This is an optimization exercise on Yosys and OpenROAD, whose aim is small area, a short achievable clock period and few clock cycles per item, not a production implementation.
In this exercise RTL edits were held to simulation tests only and were not proved equivalent to the original.
Power and IR drop assume default switching activity.

==> flow/design.v <==
package qr_pkg;
endpackage
`timescale 1ns/10ps
module qr_cordic_top (
	input  logic               clk,
	input  logic               rst,
	input  logic               en,
	output logic               rd_a,
	output logic [1:0]         rd_a_row,
	output logic [0:0]         rd_a_col,
	input  logic signed [12:0] rd_a_data,
	output logic               wr_r,
	output logic [1:0]         wr_r_row,
	output logic [0:0]         wr_r_col,
	output logic signed [12:0] wr_r_data,
	output logic               valid
);
	logic       busy;
	logic [2:0] sl;         
	logic [3:0] ph;         
	logic [2:0] sn;         
	logic [3:0] pn;
	assign pn = (ph == 4'd12) ? 4'd0 : ph + 4'd1;
	assign sn = (ph == 4'd12) ? sl + 3'd1 : sl;
	always_ff @(posedge clk or posedge rst) begin
		if (rst) begin
			busy  <= 1'b0;
			sl    <= '0;
			ph    <= '0;
			rd_a  <= 1'b0;
			wr_r  <= 1'b0;
			valid <= 1'b0;
		end else begin
			if (en) begin
				busy <= 1'b1;
				sl   <= 3'd7;
				ph   <= 4'd11;
			end else if (busy) begin
				busy <= !(sl == 3'd5 && ph == 4'd3);
				sl   <= sn;
				ph   <= pn;
			end
			rd_a  <= en || (busy && (sn == 3'd7 || sn <= 3'd2) && (pn == 4'd11 || pn == 4'd12));
			wr_r  <= busy && ((sn == 3'd4 && pn <= 4'd1) || (sn == 3'd5 && pn == 4'd3));
			valid <= busy && sn == 3'd5 && pn == 4'd3;
		end
	end
	logic       v_it, r_it, g_it, yp_cap;
	logic       ks_x1, ks_x2, ks_x3, ks_yp;    
	logic [3:0] jv, jr, jg;                    
	logic       w11, w12, w22;                 
	logic       s03, s14, s25;                 
	assign s03 = sn <= 3'd3;
	assign s14 = sn >= 3'd1 && sn <= 3'd4;
	assign s25 = sn >= 3'd2 && sn <= 3'd5;
	always_ff @(posedge clk) begin
		v_it   <= s03 && pn <= 4'd11;
		r_it   <= s03 && pn >= 4'd1;
		g_it   <= (s14 && pn >= 4'd3) || (s25 && pn <= 4'd1);
		yp_cap <= s14 && pn == 4'd0;
		ks_x1  <= busy && s03 && pn == 4'd12;
		ks_x2  <= busy && s14 && pn == 4'd0;
		ks_yp  <= busy && s14 && pn == 4'd1;
		ks_x3  <= busy && s25 && pn == 4'd2;
		w11    <= busy && sn == 3'd3 && pn == 4'd12;
		w12    <= busy && sn == 3'd4 && pn == 4'd0;
		w22    <= busy && sn == 3'd5 && pn == 4'd2;
		jv     <= pn;
		jr     <= jv;
		jg     <= (pn >= 4'd3) ? pn - 4'd3 : pn + 4'd10;
		rd_a_row <= en ? 2'd3 : 2'd2 - sn[1:0];
		rd_a_col <= !en && pn == 4'd12;
	end
	logic signed [11:0] y1, x2, y2, y3, y3p, ain;
	logic        [10:0] x1, x3;
	logic signed [11:0] x1e, x3e;
	logic [0:0]        dq;    
	assign x1e = {1'b0, x1};
	assign x3e = {1'b0, x3};
	assign ain = rd_a_data[11:0];
	logic signed [11:0] kin, kout;
	assign kin = ({12{ks_x1}} & x1e) | ({12{ks_x2}} & x2) | ({12{ks_x3}} & x3e) | ({12{ks_yp}} & y3p);
	qr_kgain u_k (.v(kin), .k(kout));
	logic signed [11:0] vx[0:1], vy[0:1];
	logic [0:0] vd;
	assign vx[0] = x1e;
	assign vy[0] = y1;
	logic signed [11:0] rx[0:1], ry[0:1];
	logic [0:0] rd;
	assign rx[0] = x2;
	assign ry[0] = y2;
	logic signed [11:0] gx[0:1], gy[0:1];
	logic [0:0] gd;
	assign gx[0] = x3e;
	assign gy[0] = y3;
	logic signed [11:0] vsx0, vsy0;
	assign vsx0 = vx[0] >>> jv;
	assign vsy0 = vy[0] >>> jv;
	assign vd[0] = ~vy[0][11];
	qr_addsub u_vx0 (.a(vx[0]), .b(vsy0), .add(vd[0]),  .s(vx[1]));
	qr_addsub u_vy0 (.a(vy[0]), .b(vsx0), .add(~vd[0]), .s(vy[1]));
	logic signed [11:0] rsx0, rsy0;
	assign rsx0 = rx[0] >>> jr;
	assign rsy0 = ry[0] >>> jr;
	assign rd[0] = dq[0];
	qr_addsub u_rx0 (.a(rx[0]), .b(rsy0), .add(rd[0]),  .s(rx[1]));
	qr_addsub u_ry0 (.a(ry[0]), .b(rsx0), .add(~rd[0]), .s(ry[1]));
	logic signed [11:0] gsx0, gsy0;
	assign gsx0 = gx[0] >>> jg;
	assign gsy0 = gy[0] >>> jg;
	assign gd[0] = ~gy[0][11];
	qr_addsub u_gx0 (.a(gx[0]), .b(gsy0), .add(gd[0]),  .s(gx[1]));
	qr_addsub u_gy0 (.a(gy[0]), .b(gsx0), .add(~gd[0]), .s(gy[1]));
	always_ff @(posedge clk) begin
		dq  <= vd;
		x1  <= v_it ? vx[1][10:0] : kout[10:0];
		y1  <= v_it ? vy[1] : ain;
		x2  <= r_it ? rx[1] : kout;
		y2  <= r_it ? ry[1] : ain;
		y3p <= yp_cap ? y2 : kout;
		x3  <= g_it ? gx[1][10:0] : kout[10:0];
		y3  <= g_it ? gy[1] : y3p;
	end
	always_ff @(posedge clk) begin
		if (w11 || w12 || w22) wr_r_data <= 13'(kout);
		if (w11) begin
			wr_r_row <= 2'd0;
			wr_r_col <= 1'b0;
		end else if (w12) begin
			wr_r_row <= 2'd0;
			wr_r_col <= 1'b1;
		end else if (w22) begin
			wr_r_row <= 2'd1;
			wr_r_col <= 1'b1;
		end
	end
endmodule
module qr_kgain (
	input  logic signed [11:0] v,
	output logic signed [11:0] k
);
	logic signed [21:0] ve;
	logic signed [21:0] p;
	assign ve = v;
	assign p  = (ve <<< 9) + (ve <<< 7) - (ve <<< 4) - (ve <<< 1);
	assign k  = p[21:10];
endmodule
module qr_addsub (
	input  logic [11:0] a,
	input  logic [11:0] b,
	input  logic        add,
	output logic [11:0] s
);
	logic [11:0] bb, g, p;
	logic [11:0] gl [0:4];
	logic [11:0] pl [0:4];
	assign bb = add ? b : ~b;
	assign g  = a & bb;
	assign p  = a ^ bb;
	always_comb begin
		gl[0] = g;
		pl[0] = p;
		gl[0][0] = g[0] | (p[0] & ~add);
		for (int l = 0; l < 4; l++) begin
			gl[l+1] = gl[l];
			pl[l+1] = pl[l];
			for (int i = 0; i < 12; i++) begin
				if ((i >> l) & 1) begin
					gl[l+1][i] = gl[l][i] | (pl[l][i] & gl[l][((i >> l) << l) - 1]);
					pl[l+1][i] = pl[l][i] & pl[l][((i >> l) << l) - 1];
				end
			end
		end
	end
	assign s = p ^ {gl[4][10:0], ~add};
endmodule
==> flow/flow/run.sh <==
#!/bin/bash
set -euo pipefail
bash standard.sh finish SETUP_SLACK_MARGIN=12.5 > orfs_flow.log 2>&1
==> flow/standard.sh <==
#!/bin/bash
# synth_recipe.tcl (not shown) runs the flow's synth.tcl, then flattens the netlist and writes it again
# the make line also repeats each setting of config.mk as NAME=value (left out here)
make -C /OpenROAD-flow-scripts/flow DESIGN_CONFIG=/design/flow/config.mk WORK_HOME=/design/flow/orfs CLKGATE_MAP_FILE= SYNTH_SCRIPT=/design/flow/synth_recipe.tcl "${@:-finish}"
==> flow/config.mk <==
export PLATFORM = sky130hd
export DESIGN_NAME = qr_cordic_top
export DESIGN_NICKNAME = qr_cordic_top
export VERILOG_FILES = /design/flow/design.v
export SDC_FILE = /design/flow/constraint.sdc
export NUM_CORES = 4
export LEC_CHECK = 0
export CAP_MARGIN = 0
export CORE_MARGIN = 2
export CORE_UTILIZATION = 70
export CTS_BUF_LIST = sky130_fd_sc_hd__clkbuf_8
export SLEW_MARGIN = 0
==> flow/constraint.sdc <==
create_clock -name core_clock -period 17.0 [get_ports {clk}]
set_input_delay 3.4000 -clock core_clock [delete_from_list [all_inputs] [get_ports {clk}]]
set_output_delay 3.4000 -clock core_clock [all_outputs]
set_load 0.01 [all_outputs]
==> flow_metrics.py, run 1 <==
metrics = {
    "detailed_routing": {
        "drt_first_pass_iters": 5,
        "drtIter0Drc": 713,
        "detail_route.wl_per_cell_um": 18.1,
        "totalWireLength_mm": 27.4,
        "drc": 0,
        "postRouteAntennaNets": 0,
        "post_drt_via_cell_ratio": 6.03,
        "vias": 9150,
    },
    "logic_synthesis": {
        "synthTopCellsByCount": "inv_1 (112), dfxtp_1 (111), nor2_1 (109)",
        "synth_cell_types": 73,
        "synth_area_sq_um": 11400,
        "ys_ff_latch": 134,
        "ys_seq_area_frac": 0.252,
        "synth_top_area_frac": 0.196,
        "avgSynthCellArea_sq_um": 8.82,
        "synthTopCellsByArea": "dfxtp_1 (20%), ha_1 (10%), xnor2_1 (7.9%)",
        "synth_nets": 1435,
        "synth_flop_cell": "dfxtp_1",
        "synth_top_area_cell": "dfxtp_1",
        "syn-instance-count": 1288,
        "async_reset_ff_frac": 0.0821,
        "ys_warn_count": 16,
        "synth_most_common_cell": "inv_1",
        "synth-edff-count": 12,
    },
    "power": {
        "p_int_uw": 958,
        "leakagePower_nw": 5.26,
        "p_sw_frac": 0.431,
        "cellPowerDensity_nw_per_um2": 138,
        "peakVddDrop_mv": 0.102,
        "power.total_mw": 1.68,
        "p_switching_uw": 726,
        "clockPowerShare": 0.162,
        "sequentialPowerShare": 0.313,
        "power_frac_comb": 0.526,
    },
    "cts": {
        "clkLatencyLatePin_ns": 0.45,
        "cts_buffers": 17,
        "cts_tree": "yes",
        "clock-sinks": 134,
        "htree_levels": 4,
        "worst_setup_hold_path_clk_slew_ns": 0.07,
        "cts-root-buf": "clkbuf_8",
        "clock_path_buffers": 2,
    },
    "global_route": {
        "overflow": 0,
        "grt_max_degree": 37,
        "grt_pass1_wl_mm": 44.4,
        "grt_pass1_vias": 8683,
        "antenna_found_initial": 0,
        "gr-usage-all-layers": 0.323,
    },
    "place": {
        "numPortBuffers": 35,
        "place_worst_setup_slack_ns": 12.07,
        "place_congestion": 0.973,
        "dpl.cell_count": 1481,
        "dp_hpwl_mm": 20.8,
    },
    "floorplan": {
        "coreArea_sq_um": 15900,
        "die_x_um": 131,
        "die_h_um": 131,
        "dieArea_sq_um": 17300,
        "num_rows": 46,
        "start_util": 0.715,
        "ios": 38,
    },
    "timing": {
        "rsz0062_at_grt": "no",
        "final_max_slew_viol_count": 0,
        "fin_worst_skew_ns": 0.0138,
        "finalCritPeriodShare": 0.262,
        "period_needed_ns": 4.45,
        "setup_ws_ns": 12.55,
        "setup_viol": 0,
        "tightest_slew_ns": 1.04,
        "clock.fmax_mhz": 225,
        "setup-tns-final_ns": 0,
        "final_hold_viol_count": 0,
        "relSlewSlack": 0.304,
    },
    "cells_and_area": {
        "area_growth_pct": 7.35,
        "nets": 1437,
        "fin_cells": 1518,
        "final_layout_size_suffix_gt1_frac": 0.117,
        "num_antenna_cells": 0,
        "final_util": 0.767,
    },
    "critical_path": {
        "worstReg2RegStart": "ks_x2",
        "cp_num_buf_inv": 1,
        "crit_fanout": 1,
        "required_ns": 13.60,
        "critPathLaunchType": "register",
        "crit_arrival_ns": 1.05,
        "timing.rr.end": "wr_r_data[3]",
        "crit_path_end_kind": "output port",
        "rrSetupSlack_ns": 12.67,
        "crit_slowest_cell": "edfxtp_1",
        "crit_type": "register to output port",
        "slowest_delay_ns": 0.38,
        "ff2ff_path_depth": 12,
        "crit_family": "flip-flops",
        "crit_chain": "clkdlybuf4s15_1",
    },
    "worst_hold_path": {
        "worst_hold_path_type": "register to register",
        "worstHoldPathCells": 1,
        "holdCritStartpoint": "w12",
        "min_to": "wr_r_row[0]",
    },
    "run_status": {
        "outcome": "no timing/DRC/antenna violations",
    },
    "flow_run": {
        "maxCapViolCount": 0,
    },
}
-- kinds of logic (layout without fill, tap and decap cells) --
family,Yosys count,count (layout),share of synthesized area
muxes,123,123,0.135
xor gates and xnor gates,124,124,0.0956
DFF,134,134,0.252
buffers and inverters,182,196,0.0699
adders and majority gates,131,131,0.168
AOI/OAI and AO/OA,286,286,0.159
other,1,1,0.000330
and+or+nand+nor,307,307,0.120
-- power groups by stage --
stage          registers, mW  clock network (mW)  logic [mW]
2_1_floorplan          0.440                   0       0.751
3_3_place_gp           0.526                   0       0.843
3_5_place_dp           0.527                   0       0.867
4_1_cts                0.522               0.276       0.877
5_1_grt                0.538               0.289        1.00
6_report               0.527               0.272       0.885
-- cells in the final DEF, fill, tap and decap left out, types with 10 or more instances in the layout --
| cell | n |
|---|---|
| a211oi_1 | 10 |
| a21oi_1 | 79 |
| a22oi_1 | 17 |
| clkbuf_8 | 17 |
| clkdlybuf4s15_1 | 14 |
| clkdlybuf4s50_1 | 14 |
| dfrtp_1 | 11 |
| dfxtp_1 | 100 |
| edfxtp_1 | 12 |
| fa_1 | 36 |
| ha_1 | 93 |
| inv_1 | 115 |
| mux2_2 | 43 |
| mux2i_1 | 60 |
| mux4_2 | 20 |
| nand2_1 | 103 |
| nand3_1 | 19 |
| nor2_1 | 109 |
| nor2b_1 | 11 |
| nor3_1 | 18 |
| o21a_1 | 13 |
| o21ai_0 | 78 |
| xnor2_1 | 100 |
| xor2_1 | 19 |
-- cell type report --
type	instances	area, sq um
fill	1201	3690
multi-input combinational	972	7790
sequential	134	2880
timing repair buffer	44	402
clock buffer	17	234
clock inverter	14	163
inverter	121	454
tap	216	270
-- state kept, by name, summed over array words and instances, names as in the netlist, 2 cells and up --
register	cells
y3	12
ph	4
y3p	12
y1	12
x1	11
x3	11
wr_r_data	12
sl	3
jr	4
y2	12
jv	4
jg	4
rd_a_row	2
x2	12
-- worst max-delay path by stage --
| stage | endpoint | depth (start not counted) | slack [ns] | from |
|---|---|---|---|---|
| after floorplan | y2[9] | 16 | 12.93 | jr[0] |
| after global placement | wr_r_data[9] | 13 | 12.11 | ks_yp |
| after detailed placement | y3p[10] | 13 | 12.07 | ks_yp |
| after CTS | wr_r_data[12] | 1 | 12.46 | wr_r_data[11] |
| after global routing | x2[10] | 17 | 12.48 | ks_x2 |
| final | wr_r_data[7] | 1 | 12.55 | wr_r_data[7] |
-- per-stage QoR --
step                area (sq um)  hold slack, ns
finish                     12200           0.456
detailed placement         11700           0.440
global route               12200           0.497
CTS                        12100           0.449
floorplan                  11400           0.329
global placement           11700           0.432
-- layer usage --
layer | global-route usage | part of all wire | routed length, um
met3 | 0.0536 | 0.068 | 1870
met5 | 0 | 0 | 0
met2 | 0.505 | 0.45 | 12300
met1 | 0.440 | 0.44 | 12100
met4 | 0.151 | 0.041 | 1120
-- timing repair --
| action | 4_1_cts | 5_1_grt |
|---|---|---|
| cloned | 0 | 0 |
| pin swaps | 1 | 7 |
| endpoints found under the setup margin | 70 | 55 |
| gates resized for setup | 45 | 24 |
| hold buffers | 0 | 0 |
| setup buffers | 2 | 4 |
Testbench counts, summed over its fixed seeds: cycles 13,824, items 192.
==> run 2, diff against run 1 <==
==> flow/flow/run.sh (replaced) <==
#!/bin/bash
set -euo pipefail
bash standard.sh finish SETUP_SLACK_MARGIN=12.7 > orfs_flow.log 2>&1
--- a/flow/config.mk
+++ b/flow/config.mk
@@ -5,8 +5,8 @@
 export SDC_FILE = /design/flow/constraint.sdc
 export NUM_CORES = 4
 export LEC_CHECK = 0
-export CAP_MARGIN = 0
+export CAP_MARGIN = 20
 export CORE_MARGIN = 2
 export CORE_UTILIZATION = 70
 export CTS_BUF_LIST = sky130_fd_sc_hd__clkbuf_8
-export SLEW_MARGIN = 0
+export SLEW_MARGIN = 20
==> flow_metrics.py, run 2 <==
metrics = {
    "timing": {
        "relSlewSlack": 0.408,
        "tightest_slew_ns": 0.887,
        "clock.fmax_mhz": 229,
        "fin_worst_skew_ns": 0.0156,
        "rsz0062_at_grt": "yes",
        "setup_ws_ns": 12.63,
        "period_needed_ns": 4.37,
        "setup-tns-final_ns": 0,
        "final_max_slew_viol_count": 0,
        "setup_viol": 0,
        "finalCritPeriodShare": 0.257,
        "final_hold_viol_count": 0,
    },
    "cts": {
        "cts_tree": "yes",
        "cts_buffers": 17,
        "worst_setup_hold_path_clk_slew_ns": 0.07,
        "clock-sinks": 134,
        "clock_path_buffers": 2,
        "cts-root-buf": "clkbuf_8",
        "clkLatencyLatePin_ns": 0.45,
        "htree_levels": 4,
        "cts-hold-fix-buffers": 0,
    },
    "global_route": {
        "grt_max_degree": 37,
        "grt_pass1_vias": 8718,
        "grt_pass1_wl_mm": 44.8,
        "antenna_found_initial": 0,
        "overflow": 0,
        "gr-usage-all-layers": 0.325,
    },
    "power": {
        "cellPowerDensity_nw_per_um2": 137,
        "peakVddDrop_mv": 0.101,
        "leakagePower_nw": 5.33,
        "power.total_mw": 1.70,
    },
    "logic_synthesis": {
        "synth_area_sq_um": 11400,
        "synth_nets": 1435,
        "synth_top_area_frac": 0.196,
        "avgSynthCellArea_sq_um": 8.82,
        "synth_cell_types": 73,
        "synth_most_common_cell": "inv_1",
        "synth-edff-count": 12,
        "async_reset_ff_frac": 0.0821,
        "synthTopCellsByArea": "dfxtp_1 (20%), ha_1 (10%), xnor2_1 (7.9%)",
        "syn-instance-count": 1288,
        "ys_ff_latch": 134,
        "ys_warn_count": 16,
        "synth_flop_cell": "dfxtp_1",
        "ys_seq_area_frac": 0.252,
        "synthTopCellsByCount": "inv_1 (112), dfxtp_1 (111), nor2_1 (109)",
        "synth_top_area_cell": "dfxtp_1",
    },
    "floorplan": {
        "die_h_um": 131,
        "die_x_um": 131,
        "num_rows": 46,
        "coreArea_sq_um": 15900,
        "dieArea_sq_um": 17300,
        "ios": 38,
        "start_util": 0.715,
    },
    "place": {
        "dp_hpwl_mm": 20.8,
        "place_congestion": 0.973,
        "place_worst_setup_slack_ns": 12.07,
        "numPortBuffers": 35,
    },
    "detailed_routing": {
        "detail_route.wl_per_cell_um": 18.4,
        "drc": 0,
        "vias": 9269,
        "dr.max_layer_used": "met4",
        "drtIter0Drc": 834,
        "drt_first_pass_iters": 6,
        "drt-met1-wl_mm": 12.4,
        "totalWireLength_mm": 28.2,
        "dr_wl_met2_mm": 12.9,
        "dr_wl_met3_mm": 1.75,
        "postRouteAntennaNets": 0,
        "post_drt_via_cell_ratio": 6.06,
    },
    "cells_and_area": {
        "most-common-layout-cells": "inv_1 (114), nor2_1 (109), nand2_1 (100)",
        "nets": 1448,
        "fillers": 1163,
        "area_growth_pct": 8.56,
        "final_layout_size_suffix_gt1_frac": 0.155,
        "num_antenna_cells": 0,
        "final_common_cell": "inv_1",
    },
    "critical_path": {
        "required_ns": 13.60,
        "crit_family": "flip-flops",
        "crit_chain": "buf_2",
        "rrSetupSlack_ns": 12.76,
        "crit_slowest_cell": "edfxtp_1",
        "timing.rr.end": "x2[10]",
        "cp_num_buf_inv": 1,
        "crit_start": "wr_r_data[11]",
        "worstReg2RegStart": "ks_x1",
        "crit_type": "register to output port",
        "crit_path_end_kind": "output port",
        "crit_arrival_ns": 0.97,
        "ff2ff_path_depth": 18,
        "crit_fanout": 2,
        "critPathLaunchType": "register",
        "slowest_delay_ns": 0.38,
    },
    "run_status": {
        "outcome": "no timing/DRC/antenna violations",
    },
    "worst_hold_path": {
        "holdCritStartpoint": "w12",
        "min_to": "wr_r_row[0]",
        "worstHoldPathCells": 1,
        "worst_hold_path_type": "register to register",
    },
    "flow_run": {
        "maxCapViolCount": 0,
    },
}
==> run 2: cell families after synthesis <==
group / count (synthesis) / synth area share
other cells: 1 / 0.000330
compound gates: 286 / 0.159
flops: 134 / 0.252
fa+ha+maj: 131 / 0.168
buf+inv: 182 / 0.0699
xor+xnor: 124 / 0.0956
mux: 123 / 0.135
simple gates: 307 / 0.120
==> run 2: stage by stage <==
stage / utilization / hold WS [ns] / std cells / cell area, sq um
after floorplan: - / 0.329 / 1288 / 11400
after global placement: 0.734 / 0.432 / 1481 / 11700
after global routing: 0.776 / 0.497 / 1529 / 12300
after detailed placement: 0.734 / 0.440 / 1481 / 11700
final: 0.776 / 0.449 / 1529 / 12300
after CTS: 0.763 / 0.442 / 1518 / 12100
==> run 2: how the worst max path moves through the flow <==
stage	endpoint	slack, ns	cells past startpoint
after floorplan	y2[9]	12.93	16
after global placement	wr_r_data[9]	12.11	13
after detailed placement	y3p[10]	12.07	13
after CTS	wr_r_data[12]	12.61	1
after global routing	wr_r_data[12]	12.58	1
final	wr_r_data[12]	12.63	1
==> run 2: repair_timing <==
item | CTS | global route
resized for setup | 116 | 32
setup endpoints to repair | 83 | 66
gates cloned | 0 | 0
setup buffers | 6 | 11
pin swaps | 5 | 10
==> run 2: where the power goes <==
group	internal, mW	total, mW	leakage [nW]	switching [mW]
clock network	0.143	0.273	0.206	0.130
logic	0.432	0.893	3.96	0.461
registers	0.387	0.529	1.16	0.141
==> run 2: layout make-up <==
cell class | count | area (sq um) | area share
Multi-Input combinational cell | 972 | 7880 | 0.639
Tap cell | 216 | 270 | 0.0219
Clock buffer | 17 | 234 | 0.0190
Clock inverter | 14 | 163 | 0.0132
Sequential cell | 134 | 2900 | 0.235
Inverter | 121 | 458 | 0.0371
Timing Repair Buffer | 55 | 418 | 0.0339
==> run 2: metal layers <==
layer,up-vias,GRT usage
met2,341,0.513
met4,0,0.141
met5,-,0
met1,4354,0.445
li1,4498,-
met3,76,0.0509
==> run 3, diff against run 2 <==
==> flow/flow/run.sh (replaced) <==
#!/bin/bash
set -euo pipefail
bash standard.sh finish SETUP_SLACK_MARGIN=12.9 > orfs_flow.log 2>&1
==> flow_metrics.py, run 3 <==
metrics = {
    "cts": {
        "htree_levels": 4,
        "clock-sinks": 134,
        "clkLatencyLatePin_ns": 0.45,
        "cts_buffers": 17,
        "cts_tree": "yes",
        "clock_path_buffers": 2,
        "worst_setup_hold_path_clk_slew_ns": 0.08,
        "cts-root-buf": "clkbuf_8",
    },
    "detailed_routing": {
        "drc": 0,
        "vias": 9719,
        "post_drt_via_cell_ratio": 6.23,
        "postRouteAntennaNets": 0,
        "detail_route.wl_per_cell_um": 20.3,
        "drt_first_pass_iters": 5,
        "drtIter0Drc": 1028,
        "totalWireLength_mm": 31.7,
    },
    "critical_path": {
        "crit_start": "wr_r_data[11]",
        "crit_slowest_cell": "edfxtp_1",
        "crit_arrival_ns": 1.00,
        "critPathLaunchType": "register",
        "crit_path_end_kind": "output port",
        "slowest_delay_ns": 0.40,
        "crit_type": "register to output port",
        "worstReg2RegStart": "y3p[6]",
        "required_ns": 13.60,
        "cp_num_buf_inv": 1,
        "crit_chain": "buf_2",
        "crit_family": "flip-flops",
        "crit_fanout": 2,
    },
    "timing": {
        "final_max_slew_viol_count": 0,
        "fin_worst_skew_ns": 0.0124,
        "setup-tns-final_ns": 0,
        "setup_ws_ns": 12.60,
        "period_needed_ns": 4.40,
        "tightest_slew_ns": 0.914,
        "finalCritPeriodShare": 0.259,
        "final_hold_viol_count": 0,
        "setup_viol": 0,
        "clock.fmax_mhz": 227,
        "relSlewSlack": 0.386,
        "rsz0062_at_grt": "yes",
    },
    "logic_synthesis": {
        "ys_seq_area_frac": 0.252,
        "synth_area_sq_um": 11400,
        "syn-instance-count": 1288,
        "synth_cell_types": 73,
        "synth_flop_cell": "dfxtp_1",
        "synth_top_area_cell": "dfxtp_1",
        "ys_ff_latch": 134,
        "async_reset_ff_frac": 0.0821,
        "synth_top_area_frac": 0.196,
        "synth-edff-count": 12,
        "ys_warn_count": 16,
        "synthTopCellsByArea": "dfxtp_1 (20%), ha_1 (10%), xnor2_1 (7.9%)",
        "avgSynthCellArea_sq_um": 8.82,
        "synth_nets": 1435,
        "synth_most_common_cell": "inv_1",
        "synthTopCellsByCount": "inv_1 (112), dfxtp_1 (111), nor2_1 (109)",
    },
    "power": {
        "power.total_mw": 1.76,
        "peakVddDrop_mv": 0.105,
        "leakagePower_nw": 5.58,
        "cellPowerDensity_nw_per_um2": 136,
    },
    "cells_and_area": {
        "final_layout_size_suffix_gt1_frac": 0.209,
        "ff_latch_area_sq_um": 2910,
        "multi_input_area_sq_um": 8140,
        "most-common-layout-cells": "inv_1 (109), nor2_1 (107), nand2_1 (99)",
        "nets": 1480,
        "fillers": 1026,
        "num_antenna_cells": 0,
        "area_growth_pct": 13.6,
        "final_area_sq_um": 12900,
        "final_common_cell": "inv_1",
    },
    "global_route": {
        "overflow": 0,
        "grt_pass1_wl_mm": 46.4,
        "antenna_found_initial": 0,
        "grt_pass1_vias": 8957,
        "grt_max_degree": 37,
        "gr-usage-all-layers": 0.337,
    },
    "floorplan": {
        "ios": 38,
        "die_h_um": 131,
        "start_util": 0.715,
        "dieArea_sq_um": 17300,
        "num_rows": 46,
        "coreArea_sq_um": 15900,
        "die_x_um": 131,
    },
    "place": {
        "place_area_sq_um": 11700,
        "dp_hpwl_mm": 20.8,
        "numPortBuffers": 35,
        "place_congestion": 0.973,
        "place_worst_setup_slack_ns": 12.07,
    },
    "flow_run": {
        "maxCapViolCount": 0,
    },
    "worst_hold_path": {
        "worst_hold_path_type": "register to register",
        "holdCritStartpoint": "w12",
    },
    "run_status": {
        "outcome": "no timing/DRC/antenna violations",
    },
}
-- run 3: cell count changes in the layout (fill, tap and decap cells not counted), moves of 4 or more --
cell / change
buf_4: +24
buf_6: +5
ha_1: -8
dfxtp_1: -5
a22oi_2: +6
inv_2: +4
o21ai_0: -6
inv_1: -5
ha_4: +6
a22oi_1: -6
-- run 3: kinds of logic (layout without fill, tap and decap cells) --
kind of cell / count (synthesis) / in the layout / synth area share
AOI/OAI and AO/OA: 286 / 286 / 0.159
muxes: 123 / 123 / 0.135
other: 1 / 1 / 0.000330
DFF: 134 / 134 / 0.252
adders and majority gates: 131 / 131 / 0.168
and+or+nand+nor: 307 / 307 / 0.120
buffers and inverters: 182 / 239 / 0.0699
xor gates and xnor gates: 124 / 124 / 0.0956
-- run 3: power breakdown --
group	switching [mW]	total [mW]	internal, mW
Sequential	0.140	0.529	0.388
Clock	0.132	0.275	0.143
Combinational	0.494	0.954	0.460
Total	0.766	1.76	0.992
-- run 3: per-stage QoR --
stage	std cells	hold WS, ns	util
3_3_place_gp	1481	0.432	0.734
3_5_place_dp	1481	0.440	0.734
2_1_floorplan	1288	0.329	-
5_1_grt	1561	0.497	0.812
6_report	1561	0.449	0.812
4_1_cts	1527	0.442	0.775
-- run 3: final timing paths --
| kind | cells past startpoint | to | slack, ns |
|---|---|---|---|
| worst min register to register | 1 | wr_r_row[0] | 0.45 |
| max in group asynchronous | 2 | ph[1] | 13.45 |
| worst max register to register | 12 | y3p[2] | 12.61 |
| min in group asynchronous | 2 | ph[3] | 3.25 |
| worst min-delay path | 1 | wr_r_row[0] | 0.45 |
| worst max-delay path | 1 | wr_r_data[11] | 12.60 |
-- run 3: routing by layer --
layer	GRT usage	wire length, um	up-vias
li1	-	-	4548
met1	0.448	12700	4520
met2	0.536	14600	519
met3	0.0559	2440	132
met4	0.165	1900	0
met5	0	0	-
-- run 3: cell type report --
type	count	share of cell area
Clock buffer	17	0.0181
Clock inverter	14	0.0126
Inverter	121	0.0358
Multi-Input combinational cell	972	0.631
Sequential cell	134	0.226
Tap cell	216	0.0209
Timing Repair Buffer	87	0.0556
-- run 3: timing repair --
item,in CTS,in global routing
endpoints found under the setup margin,91,80
hold endpoints to repair,0,0
hold buffers,0,0
pin swaps,12,37
setup buffers,15,34
resized for setup,141,86
==> run 4, diff against run 3 <==
==> flow/run.sh (new file) <==
#!/bin/bash
# synth_recipe.tcl (not shown) runs the flow's synth.tcl, then flattens the netlist and writes it again
# the make line also repeats each setting of config.mk as NAME=value (left out here)
make -C /OpenROAD-flow-scripts/flow DESIGN_CONFIG=/design/flow/config.mk WORK_HOME=/design/flow/orfs CLKGATE_MAP_FILE= SYNTH_SCRIPT=/design/flow/synth_recipe.tcl finish
removed: flow/flow/run.sh
removed: flow/standard.sh
==> flow_metrics.py, run 4 <==
metrics = {
    "place": {
        "numPortBuffers": 35,
        "place_congestion": 0.973,
        "place_worst_setup_slack_ns": 12.07,
        "place_area_sq_um": 11700,
        "dpl.cell_count": 1481,
        "dp_hpwl_mm": 20.8,
    },
    "global_route": {
        "grt_pass1_wl_mm": 44.2,
        "grt_pass1_vias": 8629,
        "gr-usage-all-layers": 0.322,
        "overflow": 0,
        "antenna_found_initial": 0,
        "grt_max_degree": 37,
    },
    "logic_synthesis": {
        "synth-edff-count": 12,
        "synth_nets": 1435,
        "ys_seq_area_frac": 0.252,
        "synthTopCellsByArea": "dfxtp_1 (20%), ha_1 (10%), xnor2_1 (7.9%)",
        "synthTopCellsByCount": "inv_1 (112), dfxtp_1 (111), nor2_1 (109)",
        "synth_top_area_cell": "dfxtp_1",
        "async_reset_ff_frac": 0.0821,
        "synth_top_area_frac": 0.196,
        "ys_ff_latch": 134,
        "syn-instance-count": 1288,
        "avgSynthCellArea_sq_um": 8.82,
        "ys_warn_count": 16,
        "synth_area_sq_um": 11400,
        "synth_flop_cell": "dfxtp_1",
        "synth_most_common_cell": "inv_1",
        "synth_cell_types": 73,
    },
    "critical_path": {
        "crit_type": "register to register",
        "crit_arrival_ns": 5.20,
        "critPathLaunchType": "register",
        "required_ns": 17.17,
        "crit_fanout": 12,
        "crit_path_end_kind": "register",
    },
    "timing": {
        "clock.fmax_mhz": 199,
        "rsz0062_at_grt": "no",
        "finalCritPeriodShare": 0.296,
        "setup_ws_ns": 11.97,
        "final_max_slew_viol_count": 0,
        "whs_ns": 0.456,
        "setup_viol": 0,
        "final_hold_viol_count": 0,
        "relSlewSlack": 0.279,
        "tightest_slew_ns": 1.08,
        "fin_worst_skew_ns": 0.0147,
        "setup-tns-final_ns": 0,
        "period_needed_ns": 5.03,
    },
    "detailed_routing": {
        "vias": 9087,
        "postRouteAntennaNets": 0,
        "drt_first_pass_iters": 5,
        "drc": 0,
        "post_drt_via_cell_ratio": 6.01,
        "totalWireLength_mm": 27.1,
        "drtIter0Drc": 886,
        "detail_route.wl_per_cell_um": 17.9,
    },
    "floorplan": {
        "die_x_um": 131,
        "ios": 38,
        "start_util": 0.715,
        "num_rows": 46,
        "dieArea_sq_um": 17300,
        "coreArea_sq_um": 15900,
        "die_h_um": 131,
    },
    "power": {
        "leakagePower_nw": 5.18,
        "peakVddDrop_mv": 0.102,
        "power.total_mw": 1.67,
        "cellPowerDensity_nw_per_um2": 139,
    },
    "cts": {
        "cts_tree": "yes",
        "htree_levels": 4,
        "clock-sinks": 134,
        "post_cts_buffers": 0,
        "cts-hold-fix-buffers": 0,
        "cts-root-buf": "clkbuf_8",
        "cts_resized": 0,
        "worst_setup_hold_path_clk_slew_ns": 0.08,
        "cts_buffers": 17,
        "clkLatencyLatePin_ns": 0.45,
        "clock_path_buffers": 2,
    },
    "cells_and_area": {
        "final_common_cell": "inv_1",
        "nets": 1431,
        "final_util": 0.759,
        "num_antenna_cells": 0,
        "fin_cells": 1512,
        "final_layout_size_suffix_gt1_frac": 0.0941,
        "area_growth_pct": 6.20,
        "final_area_sq_um": 12100,
        "most-common-layout-cells": "inv_1 (115), nor2_1 (109), dfxtp_1 (108)",
    },
    "flow_run": {
        "maxCapViolCount": 0,
    },
    "worst_hold_path": {
        "worst_hold_path_type": "register to register",
    },
    "run_status": {
        "outcome": "no timing/DRC/antenna violations",
    },
}
run 4: cell type report:
cell class                 instances  area [sq um]
sequential                       134          2860
timing repair buffer              38           373
fill                            1225          3820
clock buffer                      17           234
clock inverter                    14           163
multi-input combinational        972          7700
inverter                         121           454
tap                              216           270
run 4: power by group:
group	total [mW]	internal (mW)	switching, mW
registers	0.524	0.386	0.138
clock network	0.271	0.143	0.128
logic	0.876	0.423	0.453
run 4: cells by family after synthesis:
logic type                 after synthesis  synth area share
adders and majority gates              131             0.168
other                                    1          0.000330
xor gates and xnor gates               124            0.0956
DFF                                    134             0.252
muxes                                  123             0.135
AOI/OAI and AO/OA                      286             0.159
buffers and inverters                  182            0.0699
and+or+nand+nor                        307             0.120
run 4: critical path, cell delays in order, from the launching register on:
cell	delay, ns
dfxtp_1	0.46
a22oi_1	0.78
inv_1	0.25
fa_1	0.51
fa_1	0.52
inv_1	0.04
ha_1	0.33
a21o_1	0.18
a21o_1	0.21
a21oi_1	0.15
o21bai_1	0.12
o41ai_4	0.32
o21bai_1	0.14
xnor2_1	0.66
inv_1	0.08
run 4: path summary, 6_finish.rpt:
kind / cells after the start / slack (ns) / end / startpoint
max: 14 / 11.97 / wr_r_data[9] / ks_x2
min reg2reg: 1 / 0.46 / wr_r_row[0] / w12
min: 1 / 0.46 / wr_r_row[0] / w12
min in group asynchronous: 2 / 3.25 / sl[2] / rst
max reg2reg: 14 / 11.97 / wr_r_data[9] / ks_x2
max in group asynchronous: 2 / 13.45 / ph[1] / rst
run 4: per-layer routing:
layer  wire length, um  GRT usage
met5                 0          0
met4              1090      0.148
met3              1860     0.0509
met2             12200      0.504
met1             12000      0.441
==> run 5, diff against run 4 <==
==> flow/flow/run.sh (new file) <==
#!/bin/bash
set -euo pipefail
bash standard.sh finish SETUP_SLACK_MARGIN=12.6 > orfs_flow.log 2>&1
==> flow/standard.sh (new file) <==
#!/bin/bash
# synth_recipe.tcl (not shown) runs the flow's synth.tcl, then flattens the netlist and writes it again
# the make line also repeats each setting of config.mk as NAME=value (left out here)
make -C /OpenROAD-flow-scripts/flow DESIGN_CONFIG=/design/flow/config.mk WORK_HOME=/design/flow/orfs CLKGATE_MAP_FILE= SYNTH_SCRIPT=/design/flow/synth_recipe.tcl "${@:-finish}"
--- a/flow/config.mk
+++ b/flow/config.mk
@@ -7,6 +7,6 @@
 export LEC_CHECK = 0
 export CAP_MARGIN = 20
 export CORE_MARGIN = 2
-export CORE_UTILIZATION = 70
+export CORE_UTILIZATION = 80
 export CTS_BUF_LIST = sky130_fd_sc_hd__clkbuf_8
 export SLEW_MARGIN = 20
removed: flow/run.sh
==> flow_metrics.py, run 5 <==
metrics = {
    "detailed_routing": {
        "dr.max_layer_used": "met4",
        "drc": 0,
        "dr_wl_met2_mm": 14.6,
        "drt-met1-wl_mm": 11.7,
        "detail_route.wl_per_cell_um": 21.1,
        "vias": 9871,
        "postRouteAntennaNets": 0,
        "totalWireLength_mm": 31.4,
        "dr_wl_met3_mm": 3.06,
        "drtIter0Drc": 1167,
        "drt_first_pass_iters": 6,
        "post_drt_via_cell_ratio": 6.63,
    },
    "timing": {
        "tightest_slew_ns": 0.951,
        "final_max_slew_viol_count": 0,
        "fin_worst_skew_ns": 0.0189,
        "setup-tns-final_ns": 0,
        "clock.fmax_mhz": 222,
        "whs_ns": 0.454,
        "final_hold_viol_count": 0,
        "setup_viol": 0,
        "period_needed_ns": 4.50,
        "finalCritPeriodShare": 0.265,
        "relSlewSlack": 0.362,
        "rsz0062_at_grt": "yes",
        "setup_ws_ns": 12.50,
    },
    "place": {
        "dpl.cell_count": 1448,
        "place_congestion": 0.959,
        "place_worst_setup_slack_ns": 12.17,
        "dp_hpwl_mm": 21.7,
        "numPortBuffers": 35,
    },
    "cts": {
        "clock_path_buffers": 2,
        "clkLatencyLatePin_ns": 0.47,
        "htree_levels": 4,
        "clock-sinks": 134,
        "cts-hold-fix-buffers": 0,
        "cts_tree": "yes",
        "cts-root-buf": "clkbuf_8",
        "worst_setup_hold_path_clk_slew_ns": 0.09,
        "cts_buffers": 17,
    },
    "logic_synthesis": {
        "async_reset_ff_frac": 0.0821,
        "ys_warn_count": 16,
        "ys_ff_latch": 134,
        "syn-instance-count": 1288,
        "synth_cell_types": 73,
        "synth_area_sq_um": 11400,
        "synth_flop_cell": "dfxtp_1",
        "synth_top_area_cell": "dfxtp_1",
        "synth_most_common_cell": "inv_1",
        "synth_top_area_frac": 0.196,
        "ys_seq_area_frac": 0.252,
        "synth_nets": 1435,
        "synth-edff-count": 12,
        "avgSynthCellArea_sq_um": 8.82,
        "synthTopCellsByArea": "dfxtp_1 (20%), ha_1 (10%), xnor2_1 (7.9%)",
        "synthTopCellsByCount": "inv_1 (112), dfxtp_1 (111), nor2_1 (109)",
    },
    "floorplan": {
        "num_rows": 43,
        "ios": 38,
        "die_h_um": 123,
        "start_util": 0.818,
        "coreArea_sq_um": 13900,
        "die_x_um": 123,
        "dieArea_sq_um": 15200,
    },
    "power": {
        "cellPowerDensity_nw_per_um2": 142,
        "leakagePower_nw": 5.28,
        "peakVddDrop_mv": 0.0993,
    },
    "cells_and_area": {
        "area_growth_pct": 6.84,
        "nets": 1443,
        "fin_cells": 1489,
        "num_antenna_cells": 0,
        "most-common-layout-cells": "inv_1 (111), nor2_1 (109), nand2_1 (103)",
        "final_common_cell": "inv_1",
        "final_util": 0.874,
        "final_layout_size_suffix_gt1_frac": 0.144,
    },
    "critical_path": {
        "crit_path_end_kind": "register",
        "crit_arrival_ns": 4.86,
        "crit_type": "register to register",
        "crit_fanout": 12,
        "required_ns": 17.36,
        "critPathLaunchType": "register",
    },
    "global_route": {
        "grt_max_degree": 37,
        "overflow": 0,
        "grt_pass1_wl_mm": 47.9,
        "gr-usage-all-layers": 0.413,
        "antenna_found_initial": 0,
        "grt_pass1_vias": 9517,
    },
    "flow_run": {
        "maxCapViolCount": 0,
    },
    "worst_hold_path": {
        "worst_hold_path_type": "register to register",
    },
    "run_status": {
        "outcome": "no timing/DRC/antenna violations",
    },
}
==> run 5: routing by layer <==
| metal | vias to the layer above | global-route usage |
|---|---|---|
| met3 | 203 | 0.0946 |
| met4 | 0 | 0.241 |
| met5 | - | 0 |
| met2 | 644 | 0.663 |
| met1 | 4544 | 0.510 |
| li1 | 4480 | - |
==> run 5: final cells by class <==
type	count	area [sq um]
clock inverter	15	153
inverter	121	458
multi-input combinational	972	7820
timing repair buffer	50	364
sequential	134	2880
clock buffer	17	234
tap	180	225
fill	737	1750
==> run 5: logic make-up after synthesis <==
family | synth area share
adder cells (fa/ha/maj) | 0.168
multiplexers | 0.135
other | 0.000330
buffers and inverters | 0.0699
AND/OR/NAND/NOR | 0.120
flip-flops | 0.252
XOR/XNOR | 0.0956
AO/OA/AOI/OAI | 0.159
==> run 5: what timing repair did <==
item / in CTS / in global routing
setup buffers: 0 / 9
gates resized for setup: 101 / 24
pin swaps: 0 / 8
setup endpoints to repair: 74 / 71
==> run 5: stage by stage <==
| stage | total power [mW] | instance area, sq um |
|---|---|---|
| 2_1_floorplan | 1.19 | 11400 |
| 3_3_place_gp | 1.36 | 11600 |
| 3_5_place_dp | 1.40 | 11600 |
| 4_1_cts | 1.68 | 12000 |
| 5_1_grt | 1.85 | 12100 |
| 6_report | 1.72 | 12100 |
==> run 5: worst max-delay path: stages, from the launching register on <==
cell and delay [ns]:
dfxtp_2 0.42, a22oi_2 0.20, and2_4 0.20, inv_1 0.08, ha_1 0.37, inv_1 0.10
ha_1 0.20, a21oi_1 0.19, fa_1 0.46, inv_1 0.08, ha_2 0.32, and3_2 0.27
nor2b_1 0.14, o211a_1 0.17, o41ai_4 0.44, o21ai_2 0.14, xnor2_2 0.16, buf_4 0.18
mux2_2 0.27
==> run 5: path summary, 6_finish.rpt <==
kind	from	to	slack [ns]	cells past startpoint
min in group asynchronous	rst	sl[2]	3.22	2
max in group asynchronous	rst	rd_a	13.48	2
worst min-delay path	w12	wr_r_row[0]	0.45	1
worst max-delay path	ks_yp	x2[10]	12.50	18
worst max register to register	ks_yp	x2[10]	12.50	18
worst min register to register	w12	wr_r_row[0]	0.45	1
==> run 5: power breakdown <==
group          internal, mW  total [mW]  switching (mW)
clock                 0.110       0.264           0.154
combinational         0.437       0.946           0.509
sequential            0.386       0.516           0.129
total                 0.933        1.72           0.792
==> run 6, diff against run 5 <==
--- a/flow/design.v
+++ b/flow/design.v
@@ -48,7 +48,6 @@
 	logic       v_it, r_it, g_it, yp_cap;
 	logic       ks_x1, ks_x2, ks_x3, ks_yp;    
 	logic [3:0] jv, jr, jg;                    
-	logic       w11, w12, w22;                 
 	logic       s03, s14, s25;                 
 	assign s03 = sn <= 3'd3;
 	assign s14 = sn >= 3'd1 && sn <= 3'd4;
@@ -62,9 +61,8 @@
 		ks_x2  <= busy && s14 && pn == 4'd0;
 		ks_yp  <= busy && s14 && pn == 4'd1;
 		ks_x3  <= busy && s25 && pn == 4'd2;
-		w11    <= busy && sn == 3'd3 && pn == 4'd12;
-		w12    <= busy && sn == 3'd4 && pn == 4'd0;
-		w22    <= busy && sn == 3'd5 && pn == 4'd2;
+		wr_r_row <= {1'b0, sn == 3'd5};
+		wr_r_col <= sn == 3'd5 || pn == 4'd1;
 		jv     <= pn;
 		jr     <= jv;
 		jg     <= (pn >= 4'd3) ? pn - 4'd3 : pn + 4'd10;
@@ -122,17 +120,7 @@
 		y3  <= g_it ? gy[1] : y3p;
 	end
 	always_ff @(posedge clk) begin
-		if (w11 || w12 || w22) wr_r_data <= 13'(kout);
-		if (w11) begin
-			wr_r_row <= 2'd0;
-			wr_r_col <= 1'b0;
-		end else if (w12) begin
-			wr_r_row <= 2'd0;
-			wr_r_col <= 1'b1;
-		end else if (w22) begin
-			wr_r_row <= 2'd1;
-			wr_r_col <= 1'b1;
-		end
+		wr_r_data <= 13'(kout);
 	end
 endmodule
 module qr_kgain (
--- a/flow/config.mk
+++ b/flow/config.mk
@@ -7,6 +7,6 @@
 export LEC_CHECK = 0
 export CAP_MARGIN = 20
 export CORE_MARGIN = 2
-export CORE_UTILIZATION = 80
+export CORE_UTILIZATION = 70
 export CTS_BUF_LIST = sky130_fd_sc_hd__clkbuf_8
 export SLEW_MARGIN = 20
==> flow_metrics.py, run 6 <==
metrics = {
    "run_status": {
        "outcome": "no timing/DRC/antenna violations",
    },
    "logic_synthesis": {
        "syn-instance-count": 1312,
        "ys_ff_latch": 131,
        "synth_top_area_frac": 0.214,
        "synth_area_sq_um": 11200,
        "synthTopCellsByArea": "dfxtp_1 (21%), ha_1 (10%), xnor2_1 (7.9%)",
        "synthTopCellsByCount": "dfxtp_1 (120), nor2_1 (118), inv_1 (109)",
        "ys_seq_area_frac": 0.238,
        "synth_flop_cell": "dfxtp_1",
        "synth-edff-count": 0,
        "synth_nets": 1457,
        "synth_top_area_cell": "dfxtp_1",
        "synth_most_common_cell": "dfxtp_1",
        "async_reset_ff_frac": 0.0840,
        "avgSynthCellArea_sq_um": 8.57,
        "ys_warn_count": 16,
        "synth_cell_types": 74,
    },
    "power": {
        "p_sw_frac": 0.441,
        "power_frac_comb": 0.504,
        "leakagePower_nw": 5.22,
        "p_switching_uw": 711,
        "p_int_uw": 900,
        "cellPowerDensity_nw_per_um2": 132,
        "sequentialPowerShare": 0.312,
        "peakVddDrop_mv": 0.0883,
        "clockPowerShare": 0.185,
    },
    "floorplan": {
        "dieArea_sq_um": 17100,
        "start_util": 0.713,
        "num_rows": 46,
        "die_x_um": 131,
        "coreArea_sq_um": 15800,
        "die_h_um": 131,
        "ios": 38,
    },
    "global_route": {
        "gr-usage-all-layers": 0.346,
        "overflow": 0,
        "grt_pass1_vias": 8716,
        "grt_pass1_wl_mm": 45.0,
        "grt_max_degree": 39,
        "antenna_found_initial": 0,
    },
    "timing": {
        "finalCritPeriodShare": 0.258,
        "tightest_slew_ns": 0.906,
        "final_max_slew_viol_count": 0,
        "final_hold_viol_count": 0,
        "whs_ns": 0.523,
        "relSlewSlack": 0.389,
        "clock.fmax_mhz": 228,
        "fin_worst_skew_ns": 0.0159,
        "setup-tns-final_ns": 0,
        "period_needed_ns": 4.39,
        "setup_viol": 0,
        "rsz0062_at_grt": "yes",
    },
    "worst_hold_path": {
        "worst_hold_path_type": "register to register",
        "worstHoldPathCells": 2,
        "min_to": "y3[2]",
        "holdCritStartpoint": "y3p[2]",
    },
    "critical_path": {
        "crit_type": "register to output port",
        "crit_chain": "buf_2",
        "ff2ff_path_depth": 15,
        "rrSetupSlack_ns": 12.71,
        "crit_arrival_ns": 0.99,
        "crit_path_end_kind": "output port",
        "critPathLaunchType": "register",
        "crit_family": "flip-flops",
        "slowest_delay_ns": 0.38,
        "required_ns": 13.60,
        "cp_num_buf_inv": 1,
        "timing.rr.end": "y3p[10]",
        "crit_fanout": 1,
        "crit_slowest_cell": "dfrtp_1",
        "worstReg2RegStart": "ks_x2",
    },
    "detailed_routing": {
        "postRouteAntennaNets": 0,
        "vias": 9485,
        "drc": 0,
        "drt_first_pass_iters": 5,
        "post_drt_via_cell_ratio": 6.12,
        "detail_route.wl_per_cell_um": 18.5,
        "totalWireLength_mm": 28.7,
        "drtIter0Drc": 838,
    },
    "cts": {
        "cts_buffers": 17,
        "cts_tree": "yes",
        "cts-hold-fix-buffers": 0,
        "clkLatencyLatePin_ns": 0.47,
        "worst_setup_hold_path_clk_slew_ns": 0.10,
        "clock-sinks": 131,
        "clock_path_buffers": 2,
        "htree_levels": 4,
        "cts-root-buf": "clkbuf_8",
    },
    "cells_and_area": {
        "area_growth_pct": 8.63,
        "final_layout_size_suffix_gt1_frac": 0.145,
        "most-common-layout-cells": "nor2_1 (118), inv_1 (106), dfxtp_1 (105)",
        "nets": 1467,
        "final_common_cell": "nor2_1",
        "fillers": 1202,
        "num_antenna_cells": 0,
    },
    "place": {
        "numPortBuffers": 35,
        "dp_hpwl_mm": 21.4,
        "place_congestion": 0.939,
    },
    "flow_run": {
        "maxCapViolCount": 0,
    },
}
-- run 6: cell types whose count changed in the layout (fill, tap and decap cells not counted), sizes merged, moves of 8 or more --
| cell | before | now |
|---|---|---|
| dfxtp | 111 | 120 |
| edfxtp | 12 | 0 |
| nor2 | 109 | 118 |
| o21ai | 85 | 77 |
| o31ai | 4 | 17 |
-- run 6: stage by stage --
step,worst slack (ns),instance area (sq um),power (mW),cells,utilization
2_1_floorplan,12.70,11200,1.10,1312,-
3_3_place_gp,12.29,11700,1.28,1506,0.740
3_5_place_dp,12.27,11700,1.31,1506,0.740
4_1_cts,12.59,12100,1.60,1540,0.764
5_1_grt,12.53,12200,1.73,1551,0.774
6_report,12.61,12200,1.61,1551,0.774
-- run 6: worst max path at each step --
stage | slack, ns | to | cells past startpoint | startpoint
global placement | 12.29 | y3p[10] | 14 | ks_x2
detailed placement | 12.27 | y3p[10] | 14 | ks_x2
floorplan | 12.70 | x1[10] | 17 | ks_x2
global route | 12.53 | y3p[10] | 17 | ks_x3
finish | 12.61 | wr_r | 1 | wr_r
CTS | 12.59 | wr_r | 1 | wr_r
-- run 6: metal layers --
| metal | GRT usage | wire length, um |
|---|---|---|
| met3 | 0.0668 | 2090 |
| met4 | 0.107 | 644 |
| met1 | 0.485 | 12700 |
| met2 | 0.544 | 13300 |
| met5 | 0 | 0 |
-- run 6: area by class of cell --
type,instances,area (sq um),area share
Tap cell,216,270,0.0221
Sequential cell,131,2710,0.222
Multi-Input combinational cell,999,7940,0.651
Inverter,117,447,0.0366
Clock buffer,17,234,0.0192
Timing Repair Buffer,56,400,0.0328
Clock inverter,15,209,0.0171
-- run 6: what timing repair did --
| action | CTS | global route |
|---|---|---|
| setup endpoints to repair | 47 | 30 |
| resized for setup | 100 | 29 |
| setup buffers | 2 | 11 |
| pin swaps | 3 | 6 |
-- run 6: cell families after synthesis --
kind of cell / after synthesis / share of synthesized area
DFF: 131 / 0.238
buffers and inverters: 182 / 0.0626
xor gates and xnor gates: 119 / 0.0934
and+or+nand+nor: 340 / 0.138
adders and majority gates: 129 / 0.169
muxes: 118 / 0.132
AOI/OAI and AO/OA: 292 / 0.167
other: 1 / 0.000334
-- run 6: worst min-delay path: cells and delay by family (launching register included) --
| kind | cells | cell delay (ns) |
|---|---|---|
| DFF | 1 | 0.36 |
| muxes | 1 | 0.07 |
| buffers and inverters | 1 | 0.06 |
-- run 6: power by group through the flow --
stage	combinational, mW	sequential, mW	clock [mW]
after floorplan	0.661	0.440	0
after global placement	0.783	0.501	0
after detailed placement	0.807	0.502	0
after CTS	0.802	0.496	0.300
after global routing	0.908	0.512	0.313
final	0.811	0.502	0.298
Testbench counts of run 6, summed over its fixed seeds: cycles 13,824, items 192.
==> run 7, diff against run 6 <==
==> flow/flow/run.sh (replaced) <==
#!/bin/bash
set -euo pipefail
bash standard.sh finish SETUP_SLACK_MARGIN=12.7 > orfs_flow.log 2>&1
==> flow_metrics.py, run 7 <==
metrics = {
    "run_status": {
        "outcome": "no timing/DRC/antenna violations",
    },
    "critical_path": {
        "crit_arrival_ns": 0.99,
        "slowest_delay_ns": 0.38,
        "crit_start": "wr_r",
        "crit_fanout": 1,
        "crit_chain": "buf_2",
        "crit_type": "register to output port",
        "required_ns": 13.60,
        "critPathLaunchType": "register",
        "crit_slowest_cell": "dfrtp_1",
        "crit_family": "flip-flops",
        "cp_num_buf_inv": 1,
        "worstReg2RegStart": "x2[9]",
        "crit_path_end_kind": "output port",
    },
    "timing": {
        "final_hold_viol_count": 0,
        "setup-tns-final_ns": 0,
        "finalCritPeriodShare": 0.258,
        "clock.fmax_mhz": 228,
        "rsz0062_at_grt": "yes",
        "setup_ws_ns": 12.61,
        "tightest_slew_ns": 0.903,
        "period_needed_ns": 4.39,
        "relSlewSlack": 0.391,
        "final_max_slew_viol_count": 0,
        "fin_worst_skew_ns": 0.0173,
        "setup_viol": 0,
    },
    "detailed_routing": {
        "drt_first_pass_iters": 8,
        "totalWireLength_mm": 29.0,
        "post_drt_via_cell_ratio": 6.11,
        "postRouteAntennaNets": 0,
        "drtIter0Drc": 776,
        "detail_route.wl_per_cell_um": 18.6,
        "drc": 0,
        "vias": 9542,
    },
    "floorplan": {
        "start_util": 0.713,
        "die_x_um": 131,
        "ios": 38,
        "num_rows": 46,
        "die_h_um": 131,
        "dieArea_sq_um": 17100,
        "coreArea_sq_um": 15800,
    },
    "cts": {
        "clkLatencyLatePin_ns": 0.48,
        "cts-root-buf": "clkbuf_8",
        "cts_tree": "yes",
        "htree_levels": 4,
        "cts_buffers": 17,
        "clock-sinks": 131,
        "worst_setup_hold_path_clk_slew_ns": 0.10,
        "cts-hold-fix-buffers": 0,
        "clock_path_buffers": 2,
    },
    "cells_and_area": {
        "final_common_cell": "nor2_1",
        "ff_latch_area_sq_um": 2720,
        "area_growth_pct": 10.7,
        "num_antenna_cells": 0,
        "final_layout_size_suffix_gt1_frac": 0.170,
        "multi_input_area_sq_um": 8010,
        "most-common-layout-cells": "nor2_1 (118), inv_1 (104), nand2_1 (104)",
        "fillers": 1158,
        "nets": 1477,
    },
    "power": {
        "cellPowerDensity_nw_per_um2": 131,
        "p_int_uw": 916,
        "clockPowerShare": 0.182,
        "leakagePower_nw": 5.30,
        "p_sw_frac": 0.439,
        "sequentialPowerShare": 0.310,
        "power_frac_comb": 0.508,
        "p_switching_uw": 718,
        "peakVddDrop_mv": 0.0875,
    },
    "global_route": {
        "antenna_found_initial": 0,
        "grt_pass1_vias": 8732,
        "grt_max_degree": 39,
        "grt_pass1_wl_mm": 45.1,
        "gr-usage-all-layers": 0.347,
        "overflow": 0,
    },
    "logic_synthesis": {
        "synth_top_area_frac": 0.214,
        "synth_area_sq_um": 11200,
        "synth-edff-count": 0,
        "ys_seq_area_frac": 0.238,
        "ys_ff_latch": 131,
        "synth_top_area_cell": "dfxtp_1",
        "synthTopCellsByArea": "dfxtp_1 (21%), ha_1 (10%), xnor2_1 (7.9%)",
        "synth_nets": 1457,
        "ys_warn_count": 16,
        "synthTopCellsByCount": "dfxtp_1 (120), nor2_1 (118), inv_1 (109)",
        "avgSynthCellArea_sq_um": 8.57,
        "async_reset_ff_frac": 0.0840,
        "syn-instance-count": 1312,
        "synth_most_common_cell": "dfxtp_1",
        "synth_cell_types": 74,
        "synth_flop_cell": "dfxtp_1",
    },
    "place": {
        "numPortBuffers": 35,
        "place_worst_setup_slack_ns": 12.27,
        "dp_hpwl_mm": 21.4,
        "place_congestion": 0.939,
    },
    "worst_hold_path": {
        "holdCritStartpoint": "y3p[2]",
        "worst_hold_path_type": "register to register",
    },
    "flow_run": {
        "maxCapViolCount": 0,
    },
}
==> run 7: cell counts after synthesis <==
No cell type changed its count.
==> run 7: path summary, 6_finish.rpt <==
kind,endpoint,slack (ns),depth (start not counted)
max,wr_r,12.61,1
min,y3[2],0.52,2
max reg2reg,y3p[10],12.75,17
min reg2reg,y3[2],0.52,2
max in group asynchronous,ph[3],13.51,2
min in group asynchronous,sl[2],3.20,2
==> run 7: final cells by class <==
cell class                      count  share of cell area
Timing Repair Buffer               66              0.0446
Inverter                          117              0.0359
Clock buffer                       17              0.0188
Clock inverter                     15              0.0168
Multi-Input combinational cell    999               0.643
Sequential cell                   131               0.219
Tap cell                          216              0.0217
==> run 7: per-stage QoR <==
step | cells | hold slack [ns] | area [sq um] | total power [mW] | utilization
after floorplan | 1312 | 0.353 | 11200 | 1.10 | -
after global placement | 1506 | 0.499 | 11700 | 1.28 | 0.740
after detailed placement | 1506 | 0.514 | 11700 | 1.31 | 0.740
after CTS | 1541 | 0.515 | 12100 | 1.60 | 0.767
after global routing | 1561 | 0.520 | 12400 | 1.76 | 0.789
final | 1561 | 0.517 | 12400 | 1.63 | 0.789
==> run 7: repair_timing <==
| item | 4_1_cts | 5_1_grt |
|---|---|---|
| resized for setup | 112 | 59 |
| setup endpoints to repair | 49 | 57 |
| buffers inserted | 3 | 20 |
| pin swaps | 3 | 9 |
==> run 7: cells by family after synthesis <==
kind of cell               synth area share
AOI/OAI and AO/OA                     0.167
xor gates and xnor gates             0.0934
adders and majority gates             0.169
buffers and inverters                0.0626
DFF                                   0.238
muxes                                 0.132
other                              0.000334
and+or+nand+nor                       0.138
==> run 7: power by group through the flow <==
stage	Sequential [mW]	Combinational [mW]	Clock, mW
floorplan	0.440	0.661	0
global placement	0.501	0.783	0
detailed placement	0.502	0.807	0
CTS	0.496	0.805	0.300
global route	0.517	0.926	0.313
finish	0.507	0.829	0.297
==> run 7: layer usage <==
| metal | routed length (um) | GRT usage | part of all wire | up-vias |
|---|---|---|---|---|
| met5 | 0 | 0 | 0 | - |
| met4 | 681 | 0.105 | 0.023 | 0 |
| met3 | 2140 | 0.0704 | 0.074 | 54 |
| met2 | 13400 | 0.547 | 0.46 | 366 |
| met1 | 12800 | 0.484 | 0.44 | 4545 |
| li1 | - | - | - | 4577 |
==> run 8, diff against run 7 <==
--- a/flow/design.v
+++ b/flow/design.v
@@ -25,29 +25,25 @@
 	always_ff @(posedge clk or posedge rst) begin
 		if (rst) begin
 			busy  <= 1'b0;
-			sl    <= '0;
-			ph    <= '0;
 			rd_a  <= 1'b0;
 			wr_r  <= 1'b0;
 			valid <= 1'b0;
 		end else begin
-			if (en) begin
-				busy <= 1'b1;
-				sl   <= 3'd7;
-				ph   <= 4'd11;
-			end else if (busy) begin
-				busy <= !(sl == 3'd5 && ph == 4'd3);
-				sl   <= sn;
-				ph   <= pn;
-			end
+			if (en)        busy <= 1'b1;
+			else if (busy) busy <= !(sl == 3'd5 && ph == 4'd3);
 			rd_a  <= en || (busy && (sn == 3'd7 || sn <= 3'd2) && (pn == 4'd11 || pn == 4'd12));
 			wr_r  <= busy && ((sn == 3'd4 && pn <= 4'd1) || (sn == 3'd5 && pn == 4'd3));
 			valid <= busy && sn == 3'd5 && pn == 4'd3;
 		end
 	end
+	always_ff @(posedge clk) begin
+		sl <= en ? 3'd7 : sn;
+		ph <= en ? 4'd11 : pn;
+	end
 	logic       v_it, r_it, g_it, yp_cap;
 	logic       ks_x1, ks_x2, ks_x3, ks_yp;    
 	logic [3:0] jv, jr, jg;                    
+	assign jv = ph;                            
 	logic       s03, s14, s25;                 
 	assign s03 = sn <= 3'd3;
 	assign s14 = sn >= 3'd1 && sn <= 3'd4;
@@ -63,8 +59,7 @@
 		ks_x3  <= busy && s25 && pn == 4'd2;
 		wr_r_row <= {1'b0, sn == 3'd5};
 		wr_r_col <= sn == 3'd5 || pn == 4'd1;
-		jv     <= pn;
-		jr     <= jv;
+		jr     <= ph;
 		jg     <= (pn >= 4'd3) ? pn - 4'd3 : pn + 4'd10;
 		rd_a_row <= en ? 2'd3 : 2'd2 - sn[1:0];
 		rd_a_col <= !en && pn == 4'd12;
==> flow/flow/run.sh (replaced) <==
#!/bin/bash
set -euo pipefail
bash standard.sh finish SETUP_SLACK_MARGIN=12.6 > orfs_flow.log 2>&1
==> flow_metrics.py, run 8 <==
metrics = {
    "floorplan": {
        "num_rows": 45,
        "ios": 38,
        "die_x_um": 129,
        "coreArea_sq_um": 15200,
        "dieArea_sq_um": 16500,
        "start_util": 0.715,
        "die_h_um": 129,
    },
    "detailed_routing": {
        "post_drt_via_cell_ratio": 6.15,
        "detail_route.wl_per_cell_um": 18.3,
        "drtIter0Drc": 815,
        "totalWireLength_mm": 26.9,
        "drc": 0,
        "vias": 9044,
        "drt_first_pass_iters": 5,
        "postRouteAntennaNets": 0,
    },
    "critical_path": {
        "crit_path_end_kind": "register",
        "slowest_delay_ns": 0.52,
        "crit_slowest_cell": "fa_1",
        "crit_type": "register to register",
        "crit_fanout": 12,
        "critPathLaunchType": "register",
        "crit_chain": "a22oi_2 -> and2_4 -> inv_1 -> ha_1 -> inv_1 -> ha_1 -> fa_1 -> ha_2 -> nand4_1 -> nor2_1 -> a221o_1 -> a21o_1 -> o211ai_1 -> nor2b_2 -> xor2_2 -> buf_4 -> o21ai_1",
        "required_ns": 17.31,
        "crit_arrival_ns": 4.69,
    },
    "logic_synthesis": {
        "synth_flop_cell": "dfxtp_1",
        "synthTopCellsByCount": "dfxtp_1 (122), nand2_1 (105), inv_1 (104)",
        "synth_area_sq_um": 10900,
        "synth_fa_ha_area_frac": 0.176,
        "ys_warn_count": 16,
        "synthTopCellsByArea": "dfxtp_1 (22%), ha_1 (11%), xnor2_1 (8.1%)",
        "synth-simple-area-share": 0.129,
        "synth_top_family_by_area": "adder cells",
        "ys_seq_area_frac": 0.234,
        "synth_nets": 1402,
        "synth_top_area_frac": 0.225,
        "avgSynthCellArea_sq_um": 8.67,
        "synth_most_common_cell": "dfxtp_1",
        "synth_xor_area_frac": 0.102,
        "async_reset_ff_frac": 0.0317,
        "ys_ff_latch": 126,
        "synth_compound_area_frac": 0.153,
        "synth-edff-count": 0,
        "syn-instance-count": 1255,
        "synth_mux_area_frac": 0.146,
        "synth_cell_types": 68,
        "synth_top_area_cell": "dfxtp_1",
    },
    "cts": {
        "worst_setup_hold_path_clk_slew_ns": 0.08,
        "clock_path_buffers": 2,
        "cts-root-buf": "clkbuf_8",
        "htree_levels": 4,
        "cts_buffers": 17,
        "clkLatencyLatePin_ns": 0.46,
        "cts-hold-fix-buffers": 0,
        "clock-sinks": 126,
        "cts_tree": "yes",
    },
    "global_route": {
        "grt_max_degree": 33,
        "gr-usage-all-layers": 0.330,
        "grt_pass1_vias": 8423,
        "antenna_found_initial": 0,
        "grt_pass1_wl_mm": 42.5,
        "overflow": 0,
    },
    "run_status": {
        "outcome": "no timing/DRC/antenna violations",
    },
    "power": {
        "peakVddDrop_mv": 0.0914,
        "cellPowerDensity_nw_per_um2": 136,
        "leakagePower_nw": 5.11,
    },
    "timing": {
        "setup_viol": 0,
        "clock.fmax_mhz": 228,
        "finalCritPeriodShare": 0.258,
        "rsz0062_at_grt": "no",
        "final_max_slew_viol_count": 0,
        "period_needed_ns": 4.38,
        "setup-tns-final_ns": 0,
        "tightest_slew_ns": 1.03,
        "fin_worst_skew_ns": 0.0138,
        "final_hold_viol_count": 0,
        "relSlewSlack": 0.312,
    },
    "cells_and_area": {
        "nets": 1418,
        "num_antenna_cells": 0,
        "area_growth_pct": 9.11,
        "final_common_cell": "dfxtp_1",
        "fillers": 1080,
        "final_layout_size_suffix_gt1_frac": 0.152,
        "most-common-layout-cells": "dfxtp_1 (109), inv_1 (104), nand2_1 (102)",
        "final_area_sq_um": 11900,
    },
    "worst_hold_path": {
        "worst_hold_path_type": "register to register",
    },
    "place": {
        "dp_hpwl_mm": 19.6,
        "place_congestion": 0.937,
        "place_area_sq_um": 11300,
        "numPortBuffers": 35,
    },
    "flow_run": {
        "maxCapViolCount": 0,
    },
}
run 8: path summary, 6_finish.rpt:
| path | start | end | slack, ns | depth (start not counted) |
|---|---|---|---|---|
| max in group asynchronous | rst | valid | 13.73 | 2 |
| worst max-delay path | ks_x2 | y3p[8] | 12.62 | 17 |
| worst max register to register | ks_x2 | y3p[8] | 12.62 | 17 |
| min in group asynchronous | rst | rd_a | 3.12 | 2 |
| worst min-delay path | y3p[8] | y3[8] | 0.49 | 2 |
| worst min register to register | y3p[8] | y3[8] | 0.49 | 2 |
run 8: metrics by stage:
stage	hold slack (ns)	power, mW	worst slack, ns	util	instances
after CTS	0.491	1.60	12.57	0.772	1460
after floorplan	0.368	1.12	12.81	-	1255
final	0.495	1.61	12.62	0.781	1471
after global placement	0.482	1.31	12.20	0.741	1425
after detailed placement	0.483	1.33	12.15	0.741	1425
after global routing	0.508	1.74	12.56	0.781	1471
run 8: report_power, final:
part | internal [mW] | switching, mW | leakage, nW | total, mW
Combinational | 0.405 | 0.440 | 3.86 | 0.845
Sequential | 0.375 | 0.133 | 1.05 | 0.507
Clock | 0.136 | 0.127 | 0.192 | 0.262
Total | 0.915 | 0.699 | 5.11 | 1.61
run 8: cell type report:
class,instances,area [sq um],area share
multi-input cells,960,7850,0.662
flip-flops and latches,126,2570,0.217
inverters,109,417,0.0351
repair buffers,57,410,0.0346
clock buffers,19,262,0.0220
well taps,188,235,0.0198
clock inverters,12,121,0.0102
run 8: per-layer routing:
metal | routed length [um] | vias up | share of wire | global-route usage
met4 | 1030 | 0 | 0.038 | 0.150
met1 | 11500 | 4240 | 0.43 | 0.424
li1 | - | 4366 | - | -
met5 | 0 | - | 0 | 0
met2 | 12600 | 360 | 0.47 | 0.542
met3 | 1720 | 78 | 0.064 | 0.0615
run 8: critical path: cells and delay by family, from the launching register on:
family / cells / cell delay (ns)
AOI/OAI and AO/OA: 5 / 1.15
xor gates and xnor gates: 1 / 0.20
adders and majority gates: 4 / 1.50
buffers and inverters: 3 / 0.33
DFF: 1 / 0.41
and+or+nand+nor: 4 / 0.64
run 8: logic make-up (layout without fill, tap and decap cells):
| group | Yosys count | count (layout) |
|---|---|---|
| xor+xnor | 126 | 126 |
| mux | 127 | 127 |
| simple gates | 307 | 307 |
| other cells | 1 | 1 |
| buf+inv | 169 | 197 |
| flops | 126 | 126 |
| compound gates | 268 | 268 |
| fa+ha+maj | 131 | 131 |
run 8: repair_timing:
item,in CTS,in global routing
setup buffers,4,11
pin swaps,4,5
resized for setup,79,52
endpoints found under the setup margin,67,62
cloned,0,0
Testbench counts of run 8, summed over its fixed seeds: cycles 13,824, items 192.

separate check: timing with driven ports:
In the flow no input, the clock included, has a driving cell. The finished layouts below were timed again as built, in two steps. Step 1: set_driving_cell puts a clkbuf_16 on clk and a buf_2 on each other input, an assumption about the parent block. Step 2 times the ports against the registers' clock, not the clock port: input delays grow and output delays shrink by t, the midpoint of the rising clock arrivals with the driver on. Slacks: no drivers / after step 1 / after step 2; pairs: no drivers / after step 1.
| run | shift t [ns] | setup WS [ns] |
|---|---|---|
| run 1 | 0.484 | 12.547 / 12.504 / 12.549 |
| run 2 | 0.485 | 12.631 / 12.588 / 12.548 |
| run 3 | 0.490 | 12.598 / 12.554 / 12.554 |
| run 4 | 0.480 | 11.973 / 11.973 / 11.973 |
| run 5 | 0.510 | 12.499 / 12.499 / 12.499 |
| run 6 | 0.511 | 12.606 / 12.561 / 12.540 |
| run 7 | 0.516 | 12.606 / 12.558 / 12.553 |
| run 8 | 0.491 | 12.621 / 12.609 / 12.516 |
After both steps every run listed still meets setup and hold.
